What follows belongs to an exercise in optimizing a design on an open flow for small area, a short achievable clock period and few clock cycles per item; a production flow would make more cautious choices.
Function was checked by simulation only, so behaviour that the tests miss may differ from the original.
Power is estimated from default activity; no workload was simulated.

**config.mk**
```make
export PLATFORM = sky130hd
export DESIGN_NAME = bounded_fifo_with_keyed_removal_core
export DESIGN_NICKNAME = bounded_fifo_with_keyed_removal_core
export VERILOG_FILES = /design/flow/design.v
export SDC_FILE = /design/flow/constraint.sdc
export NUM_CORES = 4
export LEC_CHECK = 0
export CAP_MARGIN = 20
export CORE_MARGIN = 2
export CORE_UTILIZATION = 40
export SLEW_MARGIN = 20
```
**constraint.sdc**
```tcl
create_clock -name core_clock -period 5.5 [get_ports {clk}]
set_input_delay 1.1000 -clock core_clock [delete_from_list [all_inputs] [get_ports {clk}]]
set_output_delay 1.1000 -clock core_clock [all_outputs]
set_load 0.01 [all_outputs]
```
**design.v**
```verilog
`timescale 1ns / 1ps
package bfkr_pkg;
    localparam int FIELD_W = 16;
    localparam int LIMIT_W = 5;
    localparam int COUNT_OUT_W = 5;
    localparam int REC_W = 3 * FIELD_W;
    localparam logic [1:0] REQ_ENQ = 2'd0;
    localparam logic [1:0] REQ_DEQ = 2'd1;
    localparam logic [1:0] REQ_RET = 2'd2;
endpackage
`timescale 1ns / 1ps
`timescale 1ns / 1ps
`timescale 1ns / 1ps
module bounded_fifo_with_keyed_removal_core #(
    parameter int DEPTH = 16
) (
    input  logic                              clk,
    input  logic                              rst_n,
    input  logic                              in_valid,
    output logic                              in_ready,
    input  logic [1:0]                        req_type,
    input  logic [bfkr_pkg::FIELD_W-1:0]      proc_num,
    input  logic [bfkr_pkg::FIELD_W-1:0]      arrival_time,
    input  logic [bfkr_pkg::FIELD_W-1:0]      cpu_time,
    input  logic [bfkr_pkg::FIELD_W-1:0]      search_key,
    input  logic                              cfg_valid,
    output logic                              cfg_ready,
    input  logic [bfkr_pkg::LIMIT_W-1:0]      queue_limit,
    output logic                              out_valid,
    input  logic                              out_ready,
    output logic                              status,
    output logic [bfkr_pkg::FIELD_W-1:0]      out_proc_num,
    output logic [bfkr_pkg::FIELD_W-1:0]      out_arrival_time,
    output logic [bfkr_pkg::FIELD_W-1:0]      out_cpu_time,
    output logic                              queue_empty,
    output logic [bfkr_pkg::COUNT_OUT_W-1:0]  record_count
);
    localparam int FW = bfkr_pkg::FIELD_W;
    localparam int RW = bfkr_pkg::REC_W;
    localparam int CW = $clog2(DEPTH + 1);
    logic          s1_v;
    logic [1:0]    s1_req;
    logic [RW-1:0] s1_rec;
    logic [FW-1:0] s1_key;
    logic [RW-1:0]    mem [DEPTH];
    logic [DEPTH-1:0] vld;
    logic [DEPTH-1:0] age [DEPTH];
    logic [CW-1:0]    cnt;
    logic [CW-1:0]    lim;
    logic          out_v;
    logic          slot_free;
    logic          exec;
    logic [DEPTH-1:0] ff;
    logic [DEPTH-1:0] m;
    logic [DEPTH-1:0] sel;
    logic [RW-1:0]    taken;
    logic             is_enq;
    logic             is_deq;
    logic             is_ret;
    logic             do_enq;
    logic             found;
    logic [CW-1:0]    cnt_next;
    assign cfg_ready = 1'b1;
    assign out_valid = out_v && rst_n;
    assign slot_free = !out_v || out_ready;
    assign exec      = s1_v && slot_free;
    assign in_ready  = !s1_v || slot_free;
    always_ff @(posedge clk)
    begin
        if (in_ready)
        begin
            s1_req <= req_type;
            s1_rec <= {proc_num, arrival_time, cpu_time};
            s1_key <= search_key;
        end
    end
    assign is_enq = (s1_req == bfkr_pkg::REQ_ENQ);
    assign is_deq = (s1_req == bfkr_pkg::REQ_DEQ);
    assign is_ret = (s1_req == bfkr_pkg::REQ_RET);
    always_comb
    begin
        for (int s = 0; s < DEPTH; s++)
        begin
            ff[s] = !vld[s];
            for (int j = 0; j < s; j++)
            begin
                ff[s] = ff[s] && vld[j];
            end
        end
    end
    always_comb
    begin
        for (int s = 0; s < DEPTH; s++)
        begin
            m[s] = vld[s] && (is_deq || (is_ret && (mem[s][2*FW-1:FW] == s1_key)));
        end
        for (int s = 0; s < DEPTH; s++)
        begin
            sel[s] = m[s];
            for (int j = 0; j < DEPTH; j++)
            begin
                if (j < s)
                begin
                    sel[s] = sel[s] && !(m[j] && age[j][s]);
                end
                else if (j > s)
                begin
                    sel[s] = sel[s] && !(m[j] && !age[s][j]);
                end
            end
        end
        found = |m;
        taken = '0;
        for (int s = 0; s < DEPTH; s++)
        begin
            taken = taken | ({RW{sel[s]}} & mem[s]);
        end
    end
    assign do_enq   = is_enq && (cnt < lim);
    assign cnt_next = cnt + CW'(do_enq) - CW'(found);
    always_ff @(posedge clk)
    begin
        for (int s = 0; s < DEPTH; s++)
        begin
            if (ff[s])
            begin
                mem[s] <= s1_rec;
            end
            for (int j = s + 1; j < DEPTH; j++)
            begin
                if (ff[s])
                begin
                    age[s][j] <= 1'b0;
                end
                else if (ff[j])
                begin
                    age[s][j] <= 1'b1;
                end
            end
        end
        if (slot_free)
        begin
            status           <= !(do_enq || found);
            out_proc_num     <= taken[3*FW-1:2*FW];
            out_arrival_time <= taken[2*FW-1:FW];
            out_cpu_time     <= taken[FW-1:0];
            queue_empty      <= (cnt_next == '0);
            record_count     <= cnt_next;
        end
    end
    always_ff @(posedge clk or negedge rst_n)
    begin
        if (!rst_n)
        begin
            s1_v  <= 1'b0;
            out_v <= 1'b0;
            vld   <= '0;
            cnt   <= '0;
            lim   <= CW'(DEPTH);
        end
        else
        begin
            if (in_ready)
            begin
                s1_v <= in_valid;
            end
            if (slot_free)
            begin
                out_v <= s1_v;
            end
            if (exec)
            begin
                vld <= (vld & ~sel) | (do_enq ? ff : '0);
                cnt <= cnt_next;
            end
            if (cfg_valid)
            begin
                lim <= (queue_limit == '0 || queue_limit > bfkr_pkg::LIMIT_W'(DEPTH))
                       ? CW'(DEPTH) : CW'(queue_limit);
            end
        end
    end
endmodule
```
**run.sh**
```bash
#!/bin/bash
# synth_recipe.tcl (not shown) runs the flow's synth.tcl, then flattens the netlist and writes it again
# the make line also repeats each setting of config.mk as NAME=value (left out here)
make -C /OpenROAD-flow-scripts/flow DESIGN_CONFIG=/design/flow/config.mk WORK_HOME=/design/flow/orfs CLKGATE_MAP_FILE= SYNTH_SCRIPT=/design/flow/synth_recipe.tcl finish
```
==> results by group <==
Status
  – Status: no timing/DRC/antenna violations

Die
  – Row count: 121
  – Die area: 113000 um2
  – Die X: 336 um
  – Core Area: 109000 um2
  – Initial core utilization: 40.3%
  – Vert. Die Dim: 336 um
  – Ports: 134

Drt
  – Drt wl/cell: 44.3 um
  – Total vias in the final route: 34265
  – Post-route ant nets: 0
  – Wire length on met3: 22.7 mm
  – Routed wl met2: 99.2 mm
  – DR DRC count: 0
  – Top routing layer in use: met5
  – DRT Pass-1 Iters: 12
  – Vias per cell: 6.71
  – WL final: 226 mm
  – Wl on met1: 85.5 mm
  – Drt initial violations: 5457

Synthesis
  – Register bit total from synthesis: 1037
  – Mapped Cells: 3185
  – Sequential share of the synthesized area: 67.8%
  – Avg Synthesized Cell Area: 13.8 um2
  – Area leader, netlist: edfxtp_1
  – Asr flop ratio synth: 2.70%
  – Syn nets: 3273
  – Synth area leaders: edfxtp_1 (61%), dfxtp_1 (5.5%), a22o_1 (3.7%), a221oi_1 (3.3%), xnor2_1 (2.7%)
  – Cell Area, Synth: 44000 um2
  – Post-synthesis cell type count: 90
  – EDFF count, synth: 889
  – Most used DFF post-synth: edfxtp_1
  – Yosys Warn Count: 3
  – Top cell type's share of synthesized area: 60.7%

Critical path
  – Worst setup path class: reg2reg
  – Critical path required time: 6070 ps
  – Data arrival time of the worst path: 5640 ps
  – Slowest library cell on the worst path: nor3_1
  – R2r startpoint: s1_key[4]$_DFFE_PP_
  – Setup crit start kind: flip-flop
  – Reg2Reg Setup Slack: 430 ps
  – Critical path capture point type: flip-flop
  – WP buf/inv: 3
  – Depth of the most critical reg-to-reg path: 12
  – Worst Path Max Fanout: 15
  – Cells along the critical path: xor2_1 -> buf_4 -> nor3_1 -> and3_1 -> a32oi_1 -> o311ai_1 -> nor3_1 -> and4_4 -> buf_12 -> buf_4 -> a221oi_1 -> nand4_1
  – Crit path depth: 12
  – Critical path's top delay family: simple AND/OR/NAND/NOR gates
  – Crit path capture: out_cpu_time[5]$_DFFE_PN_
  – Crit path largest cell delay: 1100 ps
  – R2R Path End: out_cpu_time[5]$_DFFE_PN_
  – Crit path launch: s1_key[4]$_DFFE_PP_

CTS
  – Setup bufs post-CTS: 0
  – Clock Tree Buf Depth: 3
  – Clock latency (worst-skew pair): 720 ps
  – Depth of the CTS H-tree: 3
  – Reg clk slew, reported paths: 70 ps
  – # clock sinks: 1037
  – CTS tree: yes
  – Num CTS Buffers: 108
  – Clock Tree Root: clkbuf_16
  – # hold bufs at CTS: 0
  – CTS resizes: 0

Global routing
  – Congestion Overflow GR: 0
  – Largest net degree at the start of global routing: 68
  – GRT Overall Usage: 39.9%
  – First-pass GRT wire length: 299 mm
  – Vias in the first global route: 32195
  – Initial antenna violation count: 19

STA
  – Fin. Hold Viols: 0
  – Setup violators final: 0
  – Final Slew Violations: 0
  – Setup TNS: 0 ps
  – Tmin final: 5070 ps
  – Final worst-path cycle share: 92.3%
  – RSZ-0062 raised after global routing: no
  – Slew @ Worst Pin: 1360 ps
  – Clock skew: 45.1 ps
  – F_max: 0.197 GHz
  – Worst slew margin: 8.84%

Final layout
  – Layout cells sized above 1: 16.3%
  – Cell Count, Final, Fillers Out: 5105
  – Synth-to-Final Area Change: 20.7%
  – Nets: 3670
  – Final Util: 48.7%

Hold path
  – Min-delay worst type: in2async

Placement
  – DP HPWL: 160 mm
  – Gpl congestion: 1.12
  – Dpl cells: 4886
  – I/O Buffers: 132

Flow run
  – Max-cap viol count: 0

Pwr
  – Total power: 20800 uW
  – Max VDD drop: 0.000299 V
  – Power Dens Cells: 392 nW/um2
  – Leak pwr: 0.0180 uW
[Yosys cell counts, types with 32 or more instances]
cell,count
a21oi_1,32
nand3_1,83
inv_1,85
xnor2_1,135
edfxtp_1,889
o21ai_0,45
xor2_1,93
nand2b_1,32
nand4_1,112
a221oi_1,165
dfxtp_1,120
nand2_1,121
nor2_1,270
nor4_1,53
nor3_1,90
o22ai_1,67
buf_2,70
clkbuf_1,70
a22oi_1,45
a22o_1,184
[where the power goes]
part           switching, uW  internal (uW)
Sequential               615           9480
Combinational           2190           1090
Clock                   3220           4200
Total                   6020          14800
[sequential cells by signal, indices dropped and copies added, names as in the netlist, 16 cells and up]
| signal | flops |
|---|---|
| out_proc_num | 16 |
| out_cpu_time | 16 |
| mem | 768 |
| age | 120 |
| vld | 16 |
| out_arrival_time | 16 |
| s1_key | 16 |
| s1_rec | 48 |
[cell families (layout without fill, tap and decap cells)]
| group | Yosys count | in the layout | share of synthesized area [%] |
|---|---|---|---|
| XOR/XNOR | 228 | 228 | 4.54 |
| other | 1 | 19 | 0.00853 |
| AO/OA/AOI/OAI | 717 | 717 | 13.6 |
| adder cells (fa/ha/maj) | 12 | 12 | 0.358 |
| flip-flops | 1037 | 1037 | 67.8 |
| AND/OR/NAND/NOR | 911 | 911 | 10.6 |
| buffers and inverters | 279 | 767 | 3.15 |
[cells in the final DEF (no fill, tap or decap), types with 53 or more instances in the layout]
master	netlist	final
clkbuf_16	0	109
o22ai_1	67	66
dfxtp_1	120	120
a221oi_1	165	165
buf_4	29	296
nand3_1	83	83
nand2_1	121	121
buf_12	0	53
clkdlybuf4s50_1	0	131
nor3_1	90	84
nor2_1	270	266
xnor2_1	135	135
a22o_1	184	184
edfxtp_1	889	889
nand4_1	112	112
inv_1	85	79
xor2_1	93	93
[stage by stage]
| stage | cell area (um2) | hold WS (ps) | setup WS (ps) |
|---|---|---|---|
| floorplan | 44000 | 467 | 1240 |
| global placement | 49400 | 494 | 510 |
| detailed placement | 49400 | 496 | 515 |
| CTS | 53000 | 483 | 481 |
| global route | 53000 | 513 | 352 |
| finish | 53100 | 499 | 426 |
[layer usage]
| layer | track usage [%] | vias up |
|---|---|---|
| li1 | - | 13487 |
| met1 | 50.6 | 17408 |
| met2 | 59.8 | 2597 |
| met3 | 10.8 | 763 |
| met4 | 26.9 | 10 |
| met5 | 0 | - |
[area by class of cell]
class | instances | area, um2
repair buffers | 481 | 4600
well taps | 1414 | 1770
clock buffers | 133 | 2870
multi-input cells | 1869 | 13000
fillers | 9531 | 55900
flip-flops and latches | 1037 | 29800
diodes | 18 | 45.0
inverters | 85 | 329
clock inverters | 68 | 706
[worst min-delay path by stage]
stage	start	to	slack, ps
detailed placement	lim[4]$_DFFE_PN1P_	lim[4]$_DFFE_PN1P_	500
global route	rst_n	vld[10]$_DFFE_PN0P_	510
floorplan	age[5][9]$_SDFFE_PP0P_	age[5][9]$_SDFFE_PP0P_	470
global placement	lim[4]$_DFFE_PN1P_	lim[4]$_DFFE_PN1P_	490
finish	rst_n	vld[11]$_DFFE_PN0P_	500
CTS	rst_n	vld[0]$_DFFE_PN0P_	480
[worst register-to-register path: cells and delay by family (launching register included)]
kind                   cells  cell delay [ps]
XOR/XNOR                   1              340
AO/OA/AOI/OAI              3              580
flip-flops                 1              950
AND/OR/NAND/NOR            5             2450
buffers and inverters      3              640
Testbench counts, summed over its fixed seeds: cycles 4,016, items 4,000.

[static timing again, ports no longer ideal]
The flow's constraints put no driver on any port. The routed layout listed below was extracted and timed again, unchanged, in two steps.
Step 1, drivers: a clkbuf_16 drives clk and a buf_2 each remaining input, both assumed.
Step 2 adds t to the input delays and takes it off the output delays; t is the mean of the earliest and latest rising clock arrival at the registers after step 1. Input paths then give back, and output paths get back, about the clock's delay inside the block.
Three values: ideal ports, drivers, drivers and shift; two values: the first two.
t, ns: 0.774
setup WS [ns]: 0.426 / 0.426 / 0.426
hold WS [ns]: 0.499 / 0.490 / 0.505
worst setup path at the end: register to register
worst register clock-pin slew, ns: 0.07 / 0.07
After both steps setup and hold are still met in this run. For this run, drivers alone change the setup slack by 0.000 ns; drivers and shift together by 0.000 ns.
